What follows belongs to an exercise in optimizing a design on an open flow for small area, a short achievable clock period and few clock cycles per item; a production flow would make more cautious choices. At most, simulation tests tie the RTL to the original design; equivalence was not proved. Power is estimated from default activity; no workload was simulated.

Setup of onyx:
// row_mean_std_dev
module row_mean_std_dev (
  input  wire logic        clk,
  input  wire logic        rst_n,
  input  wire logic        cfg_valid,
  output logic             cfg_ready,
  input  wire logic [12:0] cfg_row_length,
  input  wire logic        in_valid,
  output logic             in_stall,
  input  wire logic [15:0] in_sample,
  output logic             out_valid,
  input  wire logic        out_stall,
  output logic [31:0]      out_row_mean,
  output logic [30:0]      out_row_std_dev
);
  localparam logic [1:0] A_IDLE = 2'd0, A_WAIT = 2'd1, A_RUN = 2'd2, A_DONE = 2'd3;
  localparam logic [1:0] B_IDLE = 2'd0, B_RUN = 2'd1, B_OUT = 2'd2;
  logic rst;
  assign rst = !rst_n;
  assign cfg_ready = 1'b1;
  logic [12:0] len_r, len_nxt;    
  logic [12:0] np_r, np_nxt;      
  logic        ends_r, ends_nxt;  
  logic        stall_r, stall_nxt;
  logic [1:0]  a_st_r, a_st_nxt;
  logic [1:0]  b_st_r, b_st_nxt;
  logic [4:0]  a_k_r;
  logic [5:0]  b_k_r;
  logic        accept;
  logic        row_end;
  logic        b_take;
  logic        cs_r;              
  logic        e1_r;              
  assign in_stall = stall_r;
  assign accept   = in_valid && !stall_r && rst_n;
  assign row_end  = accept && ends_r;
  assign b_take   = (a_st_r == A_DONE) && (b_st_r == B_IDLE);
  logic [12:0] np_inc;
  logic        e_keep, e_inc, e_one;
  logic        a_free_nxt;
  assign np_inc = np_r + 13'd1;
  assign e_keep = (np_r >= len_r) || (len_r[12] && np_r[12]);
  ...
Size in the first run: roughly 3500 cells after synthesis, ~0.034 mm^2 of cells after synthesis.
clock: 11.0 ns
lec_check: 0
cap_margin: 20
core_margin: 2
core_utilization: 40
place_density: 0.6
slew_margin: 20
run.sh (not shown) runs the stock make flow with config.mk's settings and CLKGATE_MAP_FILE= SYNTH_SCRIPT=/design/flow/synth_recipe.tcl, a recipe that flattens the netlist after the stock synthesis.
Testbench counts of onyx, summed over its fixed seeds: cycles 75,942, rows 640.
#### Input delta (pepper over onyx)
--- a/flow/design.v
+++ b/flow/design.v
@@ -380,14 +380,15 @@
   input  wire logic        out_stall,
   output logic [31:0]      out_row_mean,
   output logic [30:0]      out_row_std_dev
 );
   localparam logic [1:0] A_IDLE = 2'd0, A_WAIT = 2'd1, A_RUN = 2'd2, A_DONE = 2'd3;
   localparam logic [1:0] B_IDLE = 2'd0, B_RUN = 2'd1, B_OUT = 2'd2;
   logic rst;
+  logic rst_q;
   assign rst = !rst_n;
   assign cfg_ready = 1'b1;
   logic [12:0] len_r, len_nxt;    
   logic [12:0] np_r, np_nxt;      
   logic        ends_r, ends_nxt;  
   logic        stall_r, stall_nxt;
   logic [1:0]  a_st_r, a_st_nxt;
@@ -396,15 +397,15 @@
   logic [5:0]  b_k_r;
   logic        accept;
   logic        row_end;
   logic        b_take;
   logic        cs_r;              
   logic        e1_r;              
   assign in_stall = stall_r;
-  assign accept   = in_valid && !stall_r && rst_n;
+  assign accept   = in_valid && !stall_r;
   assign row_end  = accept && ends_r;
   assign b_take   = (a_st_r == A_DONE) && (b_st_r == B_IDLE);
   logic [12:0] np_inc;
   logic        e_keep, e_inc, e_one;
   logic        a_free_nxt;
   assign np_inc = np_r + 13'd1;
   assign e_keep = (np_r >= len_r) || (len_r[12] && np_r[12]);
@@ -426,53 +427,52 @@
       B_IDLE: if (b_take) b_st_nxt = B_RUN;
       B_RUN:  if (b_k_r == 6'd43) b_st_nxt = B_OUT;
       B_OUT:  if (!out_stall) b_st_nxt = B_IDLE;
       default: b_st_nxt = B_IDLE;
     endcase
     a_free_nxt = (a_st_nxt == A_IDLE) || (a_st_nxt == A_DONE && b_st_nxt == B_IDLE);
     stall_nxt = cfg_valid || (ends_nxt && !a_free_nxt);
-    if (rst) begin
-      len_nxt   = 13'd1024;
+    if (rst_q) begin
+      len_nxt   = cfg_valid ? cfg_row_length : 13'd1024;
       np_nxt    = 13'd1;
       ends_nxt  = 1'b0;
-      stall_nxt = 1'b0;
+    end
+    if (rst) begin
+      stall_nxt = 1'b1;
       a_st_nxt  = A_IDLE;
       b_st_nxt  = B_IDLE;
     end
   end
   always_ff @(posedge clk) begin
     len_r   <= len_nxt;
     np_r    <= np_nxt;
     ends_r  <= ends_nxt;
     stall_r <= stall_nxt;
+    rst_q   <= rst;
     a_st_r  <= a_st_nxt;
     b_st_r  <= b_st_nxt;
   end
   logic [15:0] x_r;       
-  logic        v_r;       
-  logic [15:0] xv;        
   logic [27:0] s_acc_r;
   logic [43:0] qs_r, qc_r;   
   logic [43:0] ns, nc;
-  assign xv = v_r ? x_r : 16'd0;
   rmsd_sqacc u_sq (
-    .x  (xv),
+    .x  (x_r),
     .qs (cs_r ? 44'd0 : qs_r),
     .qc (cs_r ? 44'd0 : qc_r),
     .ns (ns),
     .nc (nc)
   );
   always_ff @(posedge clk) begin
-    x_r     <= in_sample;
-    v_r     <= accept;
-    s_acc_r <= (cs_r ? 28'd0 : s_acc_r) + {12'd0, xv};
+    x_r     <= accept ? in_sample : 16'd0;
+    s_acc_r <= (cs_r ? 28'd0 : s_acc_r) + {12'd0, x_r};
     qs_r    <= ns;
     qc_r    <= nc;
     e1_r    <= row_end;
-    cs_r    <= rst || e1_r;
+    cs_r    <= rst_q || e1_r;
   end
   logic [12:0] a_n_r;
   logic [27:0] a_s_r;
   logic [43:0] a_q_r;
   logic [29:0] a_lo_r;
   logic [25:0] a_hi_r;
   logic        a_bs_r;    
Notes after the runs:
The launching element of the worst setup path comes out v_r in one run and a_bs_r in the other, namely in onyx and pepper respectively. The via count of pepper is higher than that of onyx. From onyx to pepper the numbers moved as follows: fraction of the mapped netlist area in compound gates went up 0.20 points. onyx → pepper: number of synthesized flops with an enable pin grew by about 8%; post-synthesis instance area shrank by about 0.32%; level count of the clock H-tree grew by 1; synthesized cell count grew by 1.2%; design area grew by 270 um^2.
No functional check of the RTL was part of pepper.

========
Setup of cedar:
row_mean_std_dev, a different RTL version from the one above (not shown whole).
Size in the first run: about 3800 cells after synthesis, ~570 flip-flops, about 100 I/O pins, about 37000 sq um of cells after synthesis.
Settings: LEC_CHECK=0, CAP_MARGIN=20, CORE_MARGIN=2, CORE_UTILIZATION=40, CTS_CLUSTER_DIAMETER=100, CTS_CLUSTER_SIZE=24, PLACE_DENSITY=0.6, SLEW_MARGIN=20; clock period 11.0 ns.
standard.sh (not shown) runs the stock make flow with config.mk's settings and CLKGATE_MAP_FILE= SYNTH_SCRIPT=/design/flow/synth_recipe.tcl, a recipe that flattens the netlist after the stock synthesis.
==> flow/flow/run.sh <==
#!/bin/bash
# The standard layout (standard.sh: ORFS from synthesis to finish with the
# unchanged scripts, config.mk and SDC), with a larger setup slack margin for
# ORFS's timing repair so that it also works on paths that already meet 11 ns.
set -euo pipefail
bash standard.sh SETUP_SLACK_MARGIN=7.6 finish > flow_make.log 2>&1
Testbench counts of cedar, summed over its fixed seeds: cycles 72,858, rows 640.
Modified inputs, pine compared to cedar
--- a/flow/design.v
+++ b/flow/design.v
@@ -480,48 +480,46 @@
     cs_r    <= rst_q || e1_r;
   end
   logic [12:0] a_n_r;
   logic [27:0] a_s_r;
   logic [43:0] a_q_r;
   logic [53:0] a_v_r;
-  logic [1:0]  a_p_r [1:8];
+  logic [1:0]  a_p_r [1:6];
   logic        a_bs_r;    
   logic        a_bn_r;    
-  logic [53:0] a_y, a_z, a_x;
-  logic [53:0] a_v2;      
-  logic [1:0]  a_p2 [1:9];
+  logic [55:0] a_y, a_z, a_x;
+  logic [55:0] a_v2;      
+  logic [1:0]  a_p2 [1:7];
   logic [53:0] a_pv;      
   logic [53:0] a_fin;
   logic [53:0] numer;
-  assign a_y = a_bn_r ? {10'd0, a_q_r} : 54'd0;
-  assign a_z = a_bs_r ? ~{26'd0, a_s_r} : 54'd0;
-  assign a_x = {a_v_r[52:0], a_bs_r};
-  for (genvar j = 0; j < 9; j++) begin : g_blk
-    logic [5:0] bx, by, bz, bw, s1, c1, c1s, s2, c2;
-    logic [7:0] t;
-    assign bx  = a_x[6*j +: 6];
-    assign by  = a_y[6*j +: 6];
-    assign bz  = a_z[6*j +: 6];
+  assign a_y = a_bn_r ? {12'd0, a_q_r} : 56'd0;
+  assign a_z = a_bs_r ? {2'b00, ~{26'd0, a_s_r}} : 56'd0;
+  assign a_x = {2'b00, a_v_r[52:0], a_bs_r};
+  for (genvar j = 0; j < 7; j++) begin : g_blk
+    logic [7:0] bx, by, bz, bw, s1, c1, c1s, s2, c2;
+    logic [9:0] t;
+    assign bx  = a_x[8*j +: 8];
+    assign by  = a_y[8*j +: 8];
+    assign bz  = a_z[8*j +: 8];
     if (j == 0) begin : g_w0
-      assign bw = 6'd0;
+      assign bw = 8'd0;
     end else begin : g_w
-      assign bw = {3'd0, a_p_r[j], 1'b0};
+      assign bw = {5'd0, a_p_r[j], 1'b0};
     end
     assign s1  = bx ^ by ^ bz;
     assign c1  = (bx & by) | (bx & bz) | (by & bz);
-    assign c1s = {c1[4:0], 1'b0};
+    assign c1s = {c1[6:0], 1'b0};
     assign s2  = s1 ^ c1s ^ bw;
     assign c2  = (s1 & c1s) | (s1 & bw) | (c1s & bw);
-    assign t   = {2'b00, s2} + {1'b0, c2, 1'b0} + {1'b0, c1[5], 6'd0};
-    assign a_v2[6*j +: 6] = t[5:0];
-    assign a_p2[j+1]      = t[7:6];
-  end
-  always_comb begin
-    a_pv = 54'd0;
-    for (int j = 1; j < 9; j++) a_pv[6*j +: 2] = a_p_r[j];
+    assign t   = {2'b00, s2} + {1'b0, c2, 1'b0} + {1'b0, c1[7], 8'd0};
+    assign a_v2[8*j +: 8] = t[7:0];
+    assign a_p2[j+1]      = t[9:8];
   end
+  assign a_pv  = {4'd0, a_p_r[6], 6'd0, a_p_r[5], 6'd0, a_p_r[4], 6'd0,
+                  a_p_r[3], 6'd0, a_p_r[2], 6'd0, a_p_r[1], 8'd0};
   assign a_fin = a_v_r + a_pv;
   assign numer = a_v_r;
   logic        f_sk;
   logic [53:0] f_nm;
   logic        f_ge;
   assign f_sk = (numer[53:38] == 16'd0);
@@ -530,23 +528,23 @@
   always_ff @(posedge clk) begin
     if (a_st_r == A_IDLE || b_take) a_n_r <= np_r;
     if (a_st_r == A_WAIT) begin
       a_s_r   <= s_acc_r;
       a_q_r   <= qs_r + qc_r;
       a_v_r   <= 54'd0;
-      for (int j = 1; j < 9; j++) a_p_r[j] <= 2'd0;
+      for (int j = 1; j < 7; j++) a_p_r[j] <= 2'd0;
       a_k_r   <= 5'd0;
       a_bs_r  <= s_acc_r[27];
       a_bn_r  <= 1'b0;
     end else if (a_st_r == A_RUN) begin
       if (a_k_r == 5'd28) begin
         a_v_r <= a_fin;
-        for (int j = 1; j < 9; j++) a_p_r[j] <= 2'd0;
+        for (int j = 1; j < 7; j++) a_p_r[j] <= 2'd0;
       end else begin
-        a_v_r <= a_v2;
-        for (int j = 1; j < 9; j++) a_p_r[j] <= a_p2[j];
+        a_v_r <= a_v2[53:0];
+        for (int j = 1; j < 7; j++) a_p_r[j] <= a_p2[j];
       end
       a_k_r   <= a_k_r + 5'd1;
       a_bs_r  <= (a_k_r < 5'd27) && a_s_r[5'd26 - a_k_r];
       a_bn_r  <= (a_k_r >= 5'd14) && (a_k_r < 5'd27) && a_n_r[4'(5'd26 - a_k_r)];
     end
   end
[summary]
Relative to cedar, sequential cell count has gone down in pine.
Antenna diode count, pine and cedar: lower on pine
Going from cedar to pine, sequential cell power went down by about 3%; fraction of synthesized area in multiplexers dropped 0.54 points; hold slack comparable; power in combinational cells saw a decrease.
Testbench counts of pine, summed over its fixed seeds: cycles 72,858, rows 640.

========
Another version of the RTL of row_mean_std_dev (not shown whole).
Size: ~100 I/O pins, about 36000 µm² of cells after synthesis.
==> module row_mean_std_dev, before the edit <==
module row_mean_std_dev (
  input  wire logic        clk,
  input  wire logic        rst_n,
  input  wire logic        cfg_valid,
  output logic             cfg_ready,
  input  wire logic [12:0] cfg_row_length,
  input  wire logic        in_valid,
  output logic             in_stall,
  input  wire logic [15:0] in_sample,
  output logic             out_valid,
  input  wire logic        out_stall,
  output logic [31:0]      out_row_mean,
  output logic [30:0]      out_row_std_dev
);
  localparam logic [1:0] A_IDLE = 2'd0, A_WAIT = 2'd1, A_RUN = 2'd2, A_DONE = 2'd3;
  localparam logic [1:0] B_IDLE = 2'd0, B_RUN = 2'd1, B_OUT = 2'd2;
  logic rst;
  assign rst = !rst_n;
  assign cfg_ready = 1'b1;
  logic [12:0] len_r;     
  logic [12:0] np_r;      
  logic        ends;
  logic        a_free;
  logic        accept;
  logic        row_end;
  logic [15:0] x_r;       
  logic [31:0] pp_r;      
  logic [15:0] pm_r;      
  logic [27:0] s_acc_r;
  logic [43:0] q_acc_r;
  logic        e1_r;      
  logic        cs_r;      
  logic        cq_r;      
  assign ends     = (np_r >= len_r) || (len_r[12] && np_r[12]);
  assign in_stall = ends && !a_free;
  assign accept   = in_valid && !in_stall && rst_n;
  assign row_end  = accept && ends;
  always_ff @(posedge clk) begin
    if (rst) begin
      len_r <= 13'd1024;
      np_r  <= 13'd1;
    end else begin
      if (cfg_valid) len_r <= cfg_row_length;
      if (accept) np_r <= ends ? 13'd1 : np_r + 13'd1;
    end
  end
  always_ff @(posedge clk) begin
    x_r     <= accept ? in_sample : 16'd0;
    pp_r    <= {16'(x_r[15:8] * x_r[15:8]), 16'(x_r[7:0] * x_r[7:0])};
    pm_r    <= x_r[15:8] * x_r[7:0];
    s_acc_r <= (cs_r ? 28'd0 : s_acc_r) + {12'd0, x_r};
    q_acc_r <= (cq_r ? 44'd0 : q_acc_r) + {12'd0, pp_r} + {19'd0, pm_r, 9'd0};
    e1_r    <= row_end;
    cs_r    <= rst || e1_r;
    cq_r    <= cs_r;
  end
  logic [1:0]  a_st_r;
  logic [5:0]  a_k_r;
  logic [12:0] a_n_r;
  logic [27:0] a_s_r;
  logic [53:0] a_q_r;
  logic [53:0] a_acc_r;
  logic        a_ph1;
  logic        a_bit;
  logic [53:0] a_base;
  logic [53:0] a_add;
  logic [53:0] a_sum;
  logic        b_take;
  logic [1:0]  b_st_r;
  assign a_free = (a_st_r == A_IDLE) || (a_st_r == A_DONE && b_st_r == B_IDLE);
  assign b_take = (a_st_r == A_DONE) && (b_st_r == B_IDLE);
  logic a_ph1_r, a_bit_r;
  assign a_ph1  = a_ph1_r;
  assign a_bit  = a_bit_r;
  assign a_base = a_ph1 ? {a_acc_r[52:0], 1'b0} : a_acc_r;
  assign a_add  = !a_bit ? 54'd0 : (a_ph1 ? ~{26'd0, a_s_r} : a_q_r);
  assign a_sum  = a_base + a_add + {53'd0, a_ph1 && a_bit};
  always_ff @(posedge clk) begin
    if (rst) begin
      a_st_r <= A_IDLE;
    end else begin
      case (a_st_r)
        A_IDLE: if (row_end) a_st_r <= A_WAIT;
        A_WAIT: if (cs_r) a_st_r <= A_RUN;
        A_RUN:  if (a_k_r == 6'd40) a_st_r <= A_DONE;
        A_DONE: if (b_take) a_st_r <= row_end ? A_WAIT : A_IDLE;
        default: a_st_r <= A_IDLE;
      endcase
    end
  end
  always_ff @(posedge clk) begin
    if (row_end) a_n_r <= np_r;
    if (a_st_r == A_WAIT) begin
      a_s_r   <= s_acc_r;
      a_acc_r <= 54'd0;
      a_k_r   <= 6'd0;
      a_ph1_r <= 1'b1;
      a_bit_r <= s_acc_r[27];
    end else if (a_st_r == A_RUN) begin
      a_acc_r <= a_sum;
      a_k_r   <= a_k_r + 6'd1;
      a_ph1_r <= (a_k_r < 6'd27);
      a_bit_r <= (a_k_r < 6'd27) ? a_s_r[5'd26 - a_k_r[4:0]] : a_n_r[4'(a_k_r - 6'd27)];
    end
    if (cq_r) a_q_r <= 54'(q_acc_r);
    else if (a_st_r == A_RUN && !a_ph1) a_q_r <= {a_q_r[52:0], 1'b0};
  end
  logic [5:0]  b_k_r;
  logic [12:0] b_n_r;
  logic [11:0] b_rm_r;    
  logic [31:0] b_mq_r;    
  logic [53:0] b_rad_r;   
  logic [43:0] b_rem_r;   
  logic [42:0] b_root_r;
  logic [11:0] b_rs_r;    
  logic [30:0] b_sq_r;    
  logic [45:0] r_sh;
  logic [44:0] r_trial;
  logic [45:0] r_diff;
  logic        r_ge;
  logic [12:0] m_sh;
  logic [13:0] m_diff;
  logic        m_ge;
  logic [12:0] d_sh;
  logic [13:0] d_diff;
  logic        d_ge;
  assign r_sh    = {b_rem_r, b_rad_r[53:52]};
  assign r_trial = {b_root_r[42:0], 2'b01};
  assign r_diff  = r_sh - 46'(r_trial);
  assign r_ge    = !r_diff[45];
  assign m_sh    = {b_rm_r, b_mq_r[31]};
  assign m_diff  = {1'b0, m_sh} - {1'b0, b_n_r};
  assign m_ge    = !m_diff[13];
  assign d_sh    = {b_rs_r, b_root_r[0]};
  assign d_diff  = {1'b0, d_sh} - {1'b0, b_n_r};
  assign d_ge    = !d_diff[13];
  always_ff @(posedge clk) begin
    if (rst) begin
      b_st_r <= B_IDLE;
    end else begin
      case (b_st_r)
        B_IDLE: if (b_take) b_st_r <= B_RUN;
        B_RUN:  if (b_k_r == 6'd43) b_st_r <= B_OUT;
        B_OUT:  if (!out_stall) b_st_r <= B_IDLE;
        default: b_st_r <= B_IDLE;
      endcase
    end
  end
  always_ff @(posedge clk) begin
    if (b_take) begin
      b_k_r    <= 6'd0;
      b_n_r    <= a_n_r;
      b_rm_r   <= a_s_r[27:16];
      b_mq_r   <= {a_s_r[15:0], 16'd0};
      b_rad_r  <= a_acc_r;
      b_rem_r  <= 44'd0;
      b_root_r <= 43'd0;
      b_rs_r   <= 12'd0;
    end else if (b_st_r == B_RUN) begin
      b_k_r    <= b_k_r + 6'd1;
      b_rad_r  <= {b_rad_r[51:0], 2'b00};
      b_rem_r  <= r_ge ? r_diff[43:0] : r_sh[43:0];
      b_root_r <= {b_root_r[41:0], r_ge};
      b_rs_r   <= d_ge ? d_diff[11:0] : d_sh[11:0];
      b_sq_r   <= {b_sq_r[29:0], d_ge};
      if (b_k_r < 6'd32) begin
        b_rm_r <= m_ge ? m_diff[11:0] : m_sh[11:0];
        b_mq_r <= {b_mq_r[30:0], m_ge};
      end
    end
  end
  assign out_valid       = (b_st_r == B_OUT);
  assign out_row_mean    = b_mq_r;
  assign out_row_std_dev = b_sq_r;
endmodule
clock: 11.0 ns
lec_check: 0
cap_margin: 20
core_margin: 2
core_utilization: 40
place_density: 0.6
slew_margin: 20
run.sh (not shown) runs the stock make flow with config.mk's settings and CLKGATE_MAP_FILE= SYNTH_SCRIPT=/design/flow/synth_recipe.tcl, a recipe that flattens the netlist after the stock synthesis.
Stock flow here: none of the scripts above is used.
Testbench counts at the start, summed over its fixed seeds: cycles 76,293, rows 640.
==> next run, changes <==
--- a/flow/design.v
+++ b/flow/design.v
@@ -22,14 +22,13 @@
   logic [12:0] np_r;      
   logic        ends;
   logic        a_free;
   logic        accept;
   logic        row_end;
   logic [15:0] x_r;       
-  logic [31:0] pp_r;      
-  logic [15:0] pm_r;      
+  logic [31:0] sq_r;      
   logic [27:0] s_acc_r;
   logic [43:0] q_acc_r;
   logic        e1_r;      
   logic        cs_r;      
   logic        cq_r;      
   assign ends     = (np_r >= len_r) || (len_r[12] && np_r[12]);
@@ -44,16 +43,15 @@
       if (cfg_valid) len_r <= cfg_row_length;
       if (accept) np_r <= ends ? 13'd1 : np_r + 13'd1;
     end
   end
   always_ff @(posedge clk) begin
     x_r     <= accept ? in_sample : 16'd0;
-    pp_r    <= {16'(x_r[15:8] * x_r[15:8]), 16'(x_r[7:0] * x_r[7:0])};
-    pm_r    <= x_r[15:8] * x_r[7:0];
-    s_acc_r <= (cs_r ? 28'd0 : s_acc_r) + {12'd0, x_r};
-    q_acc_r <= (cq_r ? 44'd0 : q_acc_r) + {12'd0, pp_r} + {19'd0, pm_r, 9'd0};
+    sq_r    <= x_r * x_r;
+    s_acc_r <= (cs_r ? 28'd0 : s_acc_r) + 28'(x_r);
+    q_acc_r <= (cq_r ? 44'd0 : q_acc_r) + 44'(sq_r);
     e1_r    <= row_end;
     cs_r    <= rst || e1_r;
     cq_r    <= cs_r;
   end
   logic [1:0]  a_st_r;
   logic [5:0]  a_k_r;
@@ -67,15 +65,14 @@
   logic [53:0] a_add;
   logic [53:0] a_sum;
   logic        b_take;
   logic [1:0]  b_st_r;
   assign a_free = (a_st_r == A_IDLE) || (a_st_r == A_DONE && b_st_r == B_IDLE);
   assign b_take = (a_st_r == A_DONE) && (b_st_r == B_IDLE);
-  logic a_ph1_r, a_bit_r;
-  assign a_ph1  = a_ph1_r;
-  assign a_bit  = a_bit_r;
+  assign a_ph1  = (a_k_r < 6'd28);
+  assign a_bit  = a_ph1 ? a_s_r[5'd27 - a_k_r[4:0]] : a_n_r[4'(a_k_r - 6'd28)];
   assign a_base = a_ph1 ? {a_acc_r[52:0], 1'b0} : a_acc_r;
   assign a_add  = !a_bit ? 54'd0 : (a_ph1 ? ~{26'd0, a_s_r} : a_q_r);
   assign a_sum  = a_base + a_add + {53'd0, a_ph1 && a_bit};
   always_ff @(posedge clk) begin
     if (rst) begin
       a_st_r <= A_IDLE;
@@ -92,19 +89,15 @@
   always_ff @(posedge clk) begin
     if (row_end) a_n_r <= np_r;
     if (a_st_r == A_WAIT) begin
       a_s_r   <= s_acc_r;
       a_acc_r <= 54'd0;
       a_k_r   <= 6'd0;
-      a_ph1_r <= 1'b1;
-      a_bit_r <= s_acc_r[27];
     end else if (a_st_r == A_RUN) begin
       a_acc_r <= a_sum;
       a_k_r   <= a_k_r + 6'd1;
-      a_ph1_r <= (a_k_r < 6'd27);
-      a_bit_r <= (a_k_r < 6'd27) ? a_s_r[5'd26 - a_k_r[4:0]] : a_n_r[4'(a_k_r - 6'd27)];
     end
     if (cq_r) a_q_r <= 54'(q_acc_r);
     else if (a_st_r == A_RUN && !a_ph1) a_q_r <= {a_q_r[52:0], 1'b0};
   end
   logic [5:0]  b_k_r;
   logic [12:0] b_n_r;
Total power falls by 21%.
Utilization is about the same.
Routed wire length rises by 14%.
Global-route usage grows by 1.4 points.
Fmax shrinks by 22%.
Sequential share of layout area goes down by 1.9 points.
For the second run of this note, only the layout was checked, not whether the RTL still works.

re-timing with driven ports:
No port has a modelled driver above. Below, the same layouts with a new extraction and two added sets of constraints. Step 1: set_driving_cell puts a clkbuf_16 on clk and a buf_2 on each other input, an assumption about the parent block. Step 2, shift: input delay + t, output delay - t, t = (earliest + latest rising clock arrival at the registers) / 2. This alone moves slack from input paths to output paths. Slacks: ideal / step 1 / step 2; pairs: ideal / step 1.
| run | t, ns | slack for setup (ns) | latest minus earliest clock arrival (ns) |
|---|---|---|---|
| onyx | 0.704 | 6.262 / 6.262 / 5.709 | 0.020 / 0.020 |
| pepper | 0.668 | 6.171 / 6.171 / 6.171 | 0.024 / 0.024 |
| cedar | 0.641 | 7.385 / 7.409 / 6.769 | 0.043 / 0.043 |
| pine | 0.689 | 7.376 / 7.376 / 6.931 | 0.032 / 0.032 |
| the first run of note 3 | 0.678 | 5.283 / 5.220 / 5.802 | 0.023 / 0.022 |
| the second run of note 3 | 0.677 | 3.675 / 3.675 / 3.675 | 0.034 / 0.034 |
After both steps setup and hold are still met in every run listed. The setup slack of cedar, which loses most, moves by +0.024 ns with the drivers and by -0.616 ns with both steps.
